Source: an optimization exercise on an open RTL-to-GDS flow (aim: small area and a short achievable clock period). Production flows keep margins and buffers that such runs may drop.
In this exercise RTL edits were held to simulation tests only and were not proved equivalent to the original.
Power is estimated from default activity; no workload was simulated.

==> flow/design.v (excerpt) <==
module fairq_top (
   input  logic                   clk,
   input  logic                   reset,
   input  logic                   in_wr,
   input  fairq_pkg::ctrl_t       in_ctrl,
   input  fairq_pkg::data_word_t  in_data,
   input  logic                   rd_dst_addr,
   input  fairq_pkg::queue_idx_t  dst_oq,
   input  fairq_pkg::sram_addr_t  dst_oq_high_addr,
   input  fairq_pkg::sram_addr_t  dst_oq_low_addr,
   output logic                   out_wr,
   output fairq_pkg::ctrl_t       out_ctrl,
   output fairq_pkg::data_word_t  out_data
);
   logic                      ev_open;
   logic                      ev_close;
   logic                      header_word;
   logic                      rewrite_word;
   fairq_pkg::queue_idx_t     src_queue;
   fairq_pkg::queue_idx_t     dst_queue;
   fairq_pkg::sram_addr_t     new_capacity;
   logic                      unused_cap_ge;
   logic                      clear;
   logic                      cfg_valid;
   fairq_pkg::queue_idx_t     cfg_queue;
   logic [16:0]               cfg_cap4;
   logic                      cfg_nz;
   logic [8-1:0] lane_live;
   logic [16:0]               lane_cap4  [8];
   fairq_pkg::flow_count_t    lane_open  [8];
   fairq_pkg::flow_count_t    lane_diff  [8];
   fairq_pkg::queue_idx_t     div_queue;
   fairq_pkg::queue_idx_t     div_queue_next;
   fairq_pkg::queue_idx_t     sel_next;
   fairq_pkg::queue_mask_t    sel_hot;
   logic                      a_next;
   logic                      b_next;
   fairq_pkg::queue_idx_t     b_queue_next;
  ...
Size in the first run: ~730 flip-flops, roughly 190 I/O pins.
export LEC_CHECK = 0
export CAP_MARGIN = 20
export CORE_MARGIN = 2
export CORE_UTILIZATION = 40
export CTS_CLUSTER_DIAMETER = 180
export CTS_CLUSTER_SIZE = 26
export SLEW_MARGIN = 20
export TNS_END_PERCENT = 0
create_clock -name core_clock -period 8.5 [get_ports {clk}]
standard.sh (not shown) runs the stock make flow with config.mk's settings and CLKGATE_MAP_FILE= SYNTH_SCRIPT=/design/flow/synth_recipe.tcl, a recipe that flattens the netlist after the stock synthesis.
==> flow/flow/run.sh <==
#!/bin/bash
# The standard layout (standard.sh, unchanged synthesis and steps) with two
# knobs the flow settings cannot reach: port buffers are buf_1 cells instead
# of the default delay cells, and timing repair aims for a larger setup slack.
# make's output goes to flow.log here; each ORFS step keeps its own log under
# orfs/logs/.
set -euo pipefail
export BUFFER_PORTS_ARGS="-buffer_cell sky130_fd_sc_hd__buf_1"
export SETUP_SLACK_MARGIN=6.5
bash standard.sh > flow.log 2>&1
Change:
--- a/flow/flow/run.sh
+++ b/flow/flow/run.sh
@@ -3 +3 @@
-# knobs the flow settings cannot reach: port buffers are buf_1 cells instead
+# knobs the flow settings cannot reach: port buffers are buf_2 cells instead
@@ -8,2 +8,2 @@
-export BUFFER_PORTS_ARGS="-buffer_cell sky130_fd_sc_hd__buf_1"
-export SETUP_SLACK_MARGIN=6.5
+export BUFFER_PORTS_ARGS="-buffer_cell sky130_fd_sc_hd__buf_2"
+export SETUP_SLACK_MARGIN=5.3
Settings changed: CTS_CLUSTER_DIAMETER 180 to 150, CTS_CLUSTER_SIZE 26 to 20, TNS_END_PERCENT 0 to unset.
Final area came out higher by a few percent. Synthesized area does not change. Hold slack is worse by 0.012 ns. Total power came out higher by a few percent. Sequential power barely changes. Combinational power is about the same. Count of clock-buffer cells in the layout came out higher by 15. Clock power came out higher by roughly a tenth.
Change:
--- a/flow/flow/run.sh
+++ b/flow/flow/run.sh
@@ -3 +3 @@
-# knobs the flow settings cannot reach: port buffers are buf_2 cells instead
+# knobs the flow settings cannot reach: port buffers are buf_1 cells instead
@@ -8 +8 @@
-export BUFFER_PORTS_ARGS="-buffer_cell sky130_fd_sc_hd__buf_2"
+export BUFFER_PORTS_ARGS="-buffer_cell sky130_fd_sc_hd__buf_1"
Settings changed: CTS_CLUSTER_DIAMETER 150 to 180, CTS_CLUSTER_SIZE 20 to 26.
Result:
- The new run finished clean
- worst setup slack is better by 0.025 ns
- clock-buffer cell count goes down by 17
- non-clock buffer count goes up by 22
- flip-flop and latch count does not change
- clock power goes down by 12%
- power goes down by 3.1%
- utilization goes down by 0.39 points
- clock skew goes down by 0.019 ns
- area after synthesis is unchanged
- hold slack is better by 0.016 ns
- global-route usage is about the same
Change:
--- a/flow/flow/run.sh
+++ b/flow/flow/run.sh
@@ -9 +9 @@
-export SETUP_SLACK_MARGIN=5.3
+export SETUP_SLACK_MARGIN=5.6
Settings changed: TNS_END_PERCENT set to 0.
- setup slack is worse by 0.023 ns
- core utilization is lower by 0.60 points
- worst hold slack is worse by 0.0033 ns
- synthesized area does not change
- wire length is lower by about 1.7%
- die area does not change
- final area is lower by 1.3%
- synthesized cell count stays the same
- clock power stays flat
- clock skew is lower by 0.017 ns

========
JK:
Another version of the RTL of fairq_top (not shown whole).
Size in the first run: ~2300 cells after synthesis, ~720 flip-flops, roughly 30000 µm² of cells after synthesis.
clock: 8.5 ns
lec_check: 0
cap_margin: 20
core_margin: 2
core_utilization: 55
cts_cluster_diameter: 180
cts_cluster_size: 26
place_density: 0.8
slew_margin: 20
tns_end_percent: 0
==> flow/flow/run.sh <==
#!/bin/bash
# The standard layout (standard.sh, unchanged synthesis and steps) with two
# knobs the flow settings cannot reach: port buffers are buf_1 cells instead
# of the default delay cells, and timing repair aims for a larger setup slack.
# make's output goes to flow.log here; each ORFS step keeps its own log under
# orfs/logs/.
set -euo pipefail
export BUFFER_PORTS_ARGS="-buffer_cell sky130_fd_sc_hd__buf_1"
export SETUP_SLACK_MARGIN=6.0
bash standard.sh > flow.log 2>&1
JK ended with every stage complete and zero timing, DRC or antenna violations.
Setup changes, JK to MS
- a deleted PLACE_DENSITY that had been 0.8
- a change of CTS_CLUSTER_SIZE from 26 to 28
- a change of CTS_CLUSTER_DIAMETER from 180 to 190
- a change of CORE_UTILIZATION from 55 to 40
- MS against JK: hold slack picked up an extra 0.0061 ns; clock buffer and inverter area fraction after layout lost 0.19 points; count of clock-buffer cells in the layout lost about 7%.
Modified inputs, AL compared to MS
- a change of CAP_MARGIN from 20 to 5
- a change of SLEW_MARGIN from 20 to 5
- a change of CTS_CLUSTER_SIZE from 28 to 26
- a change of CTS_CLUSTER_DIAMETER from 190 to 180
Notes after the runs:
A critical path startpoint of in_data[33] is what AL shows, while in_data[53] belongs to MS.
Looking at share of the clock period used by the worst path after layout, AL sits 0.25 points lower than MS does.
AL finished end to end and its layout was clean on timing, DRC and antenna.
Changes observed in AL relative to MS: detailed-route via count barely changed, met3 track demand over resource in global routing went down 0.39 points, final instance area neither gained nor lost much.
AL and MS ended up with roughly the same global-route wire length before repair.
Combinational power of MS is on par with AL.
#### Input delta (TR over AL)
- SLEW_MARGIN now 20, was 5
- CAP_MARGIN now 20, was 5
diff --git a/flow/flow/run.sh b/flow/flow/run.sh
--- a/flow/flow/run.sh
+++ b/flow/flow/run.sh
@@ -9 +9 @@
-export SETUP_SLACK_MARGIN=6.0
+export SETUP_SLACK_MARGIN=5
==> run summary <==
- On TR: global-route wire length before repair is 3000 µm lower than what AL gave.
- Summary: with AL as the reference, switching power in TR moved down by a few percent.
- Via count improves in TR relative to AL.
- Status: number of filler instances in the final layout parity (AL, TR)
- met2 track demand over resource in global routing, TR and AL, higher one = AL.
- | share of final layout cell area taken by clock buffers and inverters | AL vs TR | ≈ equal |
- The cell area in TR was lower than what AL gave.

========
RTL: one of the versions met above, not the one the previous note started from.
Size in the first run: about 2300 cells after synthesis, ~730 flip-flops, ~190 I/O pins, roughly 31000 um^2 of cells after synthesis.
export LEC_CHECK = 0
export CAP_MARGIN = 20
export CORE_MARGIN = 2
export CORE_UTILIZATION = 40
export CTS_CLUSTER_DIAMETER = 180
export CTS_CLUSTER_SIZE = 26
export SLEW_MARGIN = 20
export TNS_END_PERCENT = 0
create_clock -name core_clock -period 8.5 [get_ports {clk}]
==> flow/flow/run.sh <==
#!/bin/bash
# The standard layout (standard.sh, unchanged synthesis and steps) with two
# knobs the flow settings cannot reach: port buffers are buf_1 cells instead
# of the default delay cells, and timing repair aims for a larger setup slack.
# make's output goes to flow.log here; each ORFS step keeps its own log under
# orfs/logs/.
set -euo pipefail
export BUFFER_PORTS_ARGS="-buffer_cell sky130_fd_sc_hd__buf_1"
export SETUP_SLACK_MARGIN=5.3
bash standard.sh > flow.log 2>&1
The starting point finished clean.
Change:
--- a/flow/flow/run.sh
+++ b/flow/flow/run.sh
@@ -9 +9 @@
-export SETUP_SLACK_MARGIN=5.3
+export SETUP_SLACK_MARGIN=6.0
- maximum frequency grows slightly
- clock skew stays flat
- wire length increases slightly
- non-clock buffer count went up by 16
Change:
- CTS_CLUSTER_DIAMETER: 180 -> 220
- CTS_CLUSTER_SIZE: 26 -> 32
After rerunning:
- synthesized area is unchanged
- wire length rose by 0.30%
- count of clock-buffer cells in the layout is lower by 12
- global-route usage came out lower by 0.13 points
- total power decreases by 3.6%
- clock skew shrinks by 0.0061 ns
- utilization fell by 0.24 points
- via count hardly moves
- worst setup slack gets better by 0.055 ns
- register-to-register slack is better by 0.04 ns
Change:
--- a/flow/flow/run.sh
+++ b/flow/flow/run.sh
@@ -3 +3 @@
-# knobs the flow settings cannot reach: port buffers are buf_1 cells instead
+# knobs the flow settings cannot reach: port buffers are buf_2 cells instead
@@ -8,2 +8,2 @@
-export BUFFER_PORTS_ARGS="-buffer_cell sky130_fd_sc_hd__buf_1"
-export SETUP_SLACK_MARGIN=6.0
+export BUFFER_PORTS_ARGS="-buffer_cell sky130_fd_sc_hd__buf_2"
+export SETUP_SLACK_MARGIN=5.6
- CTS_CLUSTER_DIAMETER: 220 -> 150
- CTS_CLUSTER_SIZE: 32 -> 20
- TNS_END_PERCENT: 0 -> not set
Effect: Cell count goes up by a few percent. Non-clock buffer count is higher by 112. Routed wire length is higher by a few percent. Worst hold slack is better by 0.0082 ns.

========
fairq_top with an RTL version that a note above also has.
Size in the first run: roughly 2,300 cells after synthesis, roughly 720 flip-flops, ~190 I/O pins, ~30,000 um2 of cells after synthesis.
## fairq_top
module fairq_top (
   input  logic                   clk,
   input  logic                   reset,
   input  logic                   in_wr,
   input  fairq_pkg::ctrl_t       in_ctrl,
   input  fairq_pkg::data_word_t  in_data,
   input  logic                   rd_dst_addr,
   input  fairq_pkg::queue_idx_t  dst_oq,
   input  fairq_pkg::sram_addr_t  dst_oq_high_addr,
   input  fairq_pkg::sram_addr_t  dst_oq_low_addr,
   output logic                   out_wr,
   output fairq_pkg::ctrl_t       out_ctrl,
   output fairq_pkg::data_word_t  out_data
);
==> flow/config.mk <==
export PLATFORM = sky130hd
export DESIGN_NAME = fairq_top
export DESIGN_NICKNAME = fairq_top
export VERILOG_FILES = /design/flow/design.v
export SDC_FILE = /design/flow/constraint.sdc
export NUM_CORES = 4
export LEC_CHECK = 0
export CAP_MARGIN = 20
export CORE_MARGIN = 2
export CORE_UTILIZATION = 40
export CTS_CLUSTER_DIAMETER = 180
export CTS_CLUSTER_SIZE = 26
export PLACE_DENSITY = 0.45
export SLEW_MARGIN = 20
export TNS_END_PERCENT = 0
==> flow/constraint.sdc <==
create_clock -name core_clock -period 8.5 [get_ports {clk}]
set_input_delay 1.7000 -clock core_clock [delete_from_list [all_inputs] [get_ports {clk}]]
set_output_delay 1.7000 -clock core_clock [all_outputs]
set_load 0.01 [all_outputs]
==> flow/flow/run.sh <==
#!/bin/bash
# The standard layout (standard.sh, unchanged synthesis and steps) with two
# knobs the flow settings cannot reach: port buffers are buf_1 cells instead
# of the default delay cells, and timing repair aims for a larger setup slack.
# make's output goes to flow.log here; each ORFS step keeps its own log under
# orfs/logs/.
set -euo pipefail
export BUFFER_PORTS_ARGS="-buffer_cell sky130_fd_sc_hd__buf_1"
export SETUP_SLACK_MARGIN=6.0
bash standard.sh > flow.log 2>&1
==> next run, changes <==
--- a/flow/flow/run.sh
+++ b/flow/flow/run.sh
@@ -7,4 +7,4 @@
 set -euo pipefail
 export BUFFER_PORTS_ARGS="-buffer_cell sky130_fd_sc_hd__buf_1"
-export SETUP_SLACK_MARGIN=6.0
+export SETUP_SLACK_MARGIN=5.5
 bash standard.sh > flow.log 2>&1
- PLACE_DENSITY: 0.45 -> default
The changed run finished with timing, DRC and antenna clean.
Count of clock-buffer cells in the layout does not change.
Wire length came out lower by 7.6%.
Final area drops by about 1.6%.
Combinational power barely changes.
Die area does not change.
Non-clock buffer count went down by 40.
Global-route usage shrinks by 1.6 points.
==> next run, changes <==
--- a/flow/flow/run.sh
+++ b/flow/flow/run.sh
@@ -7,4 +7,4 @@
 set -euo pipefail
 export BUFFER_PORTS_ARGS="-buffer_cell sky130_fd_sc_hd__buf_1"
-export SETUP_SLACK_MARGIN=5.5
+export SETUP_SLACK_MARGIN=6.0
 bash standard.sh > flow.log 2>&1
After rerunning: The new run produced a clean layout; final cell count hardly moves; utilization stays flat; clock power hardly moves; routed wire length hardly moves; design area stays flat; synthesized area is unchanged; power is about the same; worst hold slack is about the same; count of clock-buffer cells in the layout stays the same; die area stays the same; setup slack degrades by 0.014 ns.

[what the ideal ports hide]
How much do the figures lean on ideal ports? The routed layouts below were timed once more, with nothing changed but the port constraints. Step 1: set_driving_cell puts a clkbuf_16 on clk and a buf_2 on each other input, an assumption about the parent block. Step 2 times the ports against the registers' clock, not the clock port: input delays grow and output delays shrink by t, the midpoint of the rising clock arrivals with the driver on. Three values: ideal ports, drivers, drivers and shift; two values: the first two.
run	shift t [ns]	setup WS [ns]	worst hold slack (ns)
the first run of note 1	0.651	5.251 / 5.284 / 4.632	0.485 / 0.485 / 0.485
the second run of note 1	0.681	5.250 / 5.276 / 4.595	0.473 / 0.473 / 0.473
the third run of note 1	0.649	5.274 / 5.298 / 4.649	0.489 / 0.489 / 0.489
the fourth run of note 1	0.651	5.251 / 5.284 / 4.632	0.485 / 0.485 / 0.485
JK	0.698	5.358 / 5.354 / 4.662	0.487 / 0.487 / 0.487
MS	0.703	5.331 / 5.355 / 4.670	0.493 / 0.493 / 0.493
AL	0.704	5.351 / 5.347 / 4.688	0.495 / 0.495 / 0.495
TR	0.693	4.999 / 4.999 / 4.464	0.483 / 0.483 / 0.483
the first run of note 3	0.649	5.203 / 5.235 / 4.586	0.486 / 0.486 / 0.486
the second run of note 3	0.651	5.251 / 5.284 / 4.632	0.485 / 0.485 / 0.485
the third run of note 3	0.694	5.306 / 5.325 / 4.637	0.489 / 0.489 / 0.489
the fourth run of note 3	0.652	5.286 / 5.300 / 4.648	0.497 / 0.497 / 0.497
the first run of note 4	0.693	5.356 / 5.374 / 4.687	0.487 / 0.487 / 0.487
the second run of note 4	0.704	5.360 / 5.311 / 4.691	0.495 / 0.495 / 0.495
the third run of note 4	0.702	5.347 / 5.348 / 4.690	0.495 / 0.495 / 0.495
After both steps setup and hold are still met in every run listed. The setup slack of JK, which loses most, moves by -0.004 ns with the drivers and by -0.696 ns with both steps.
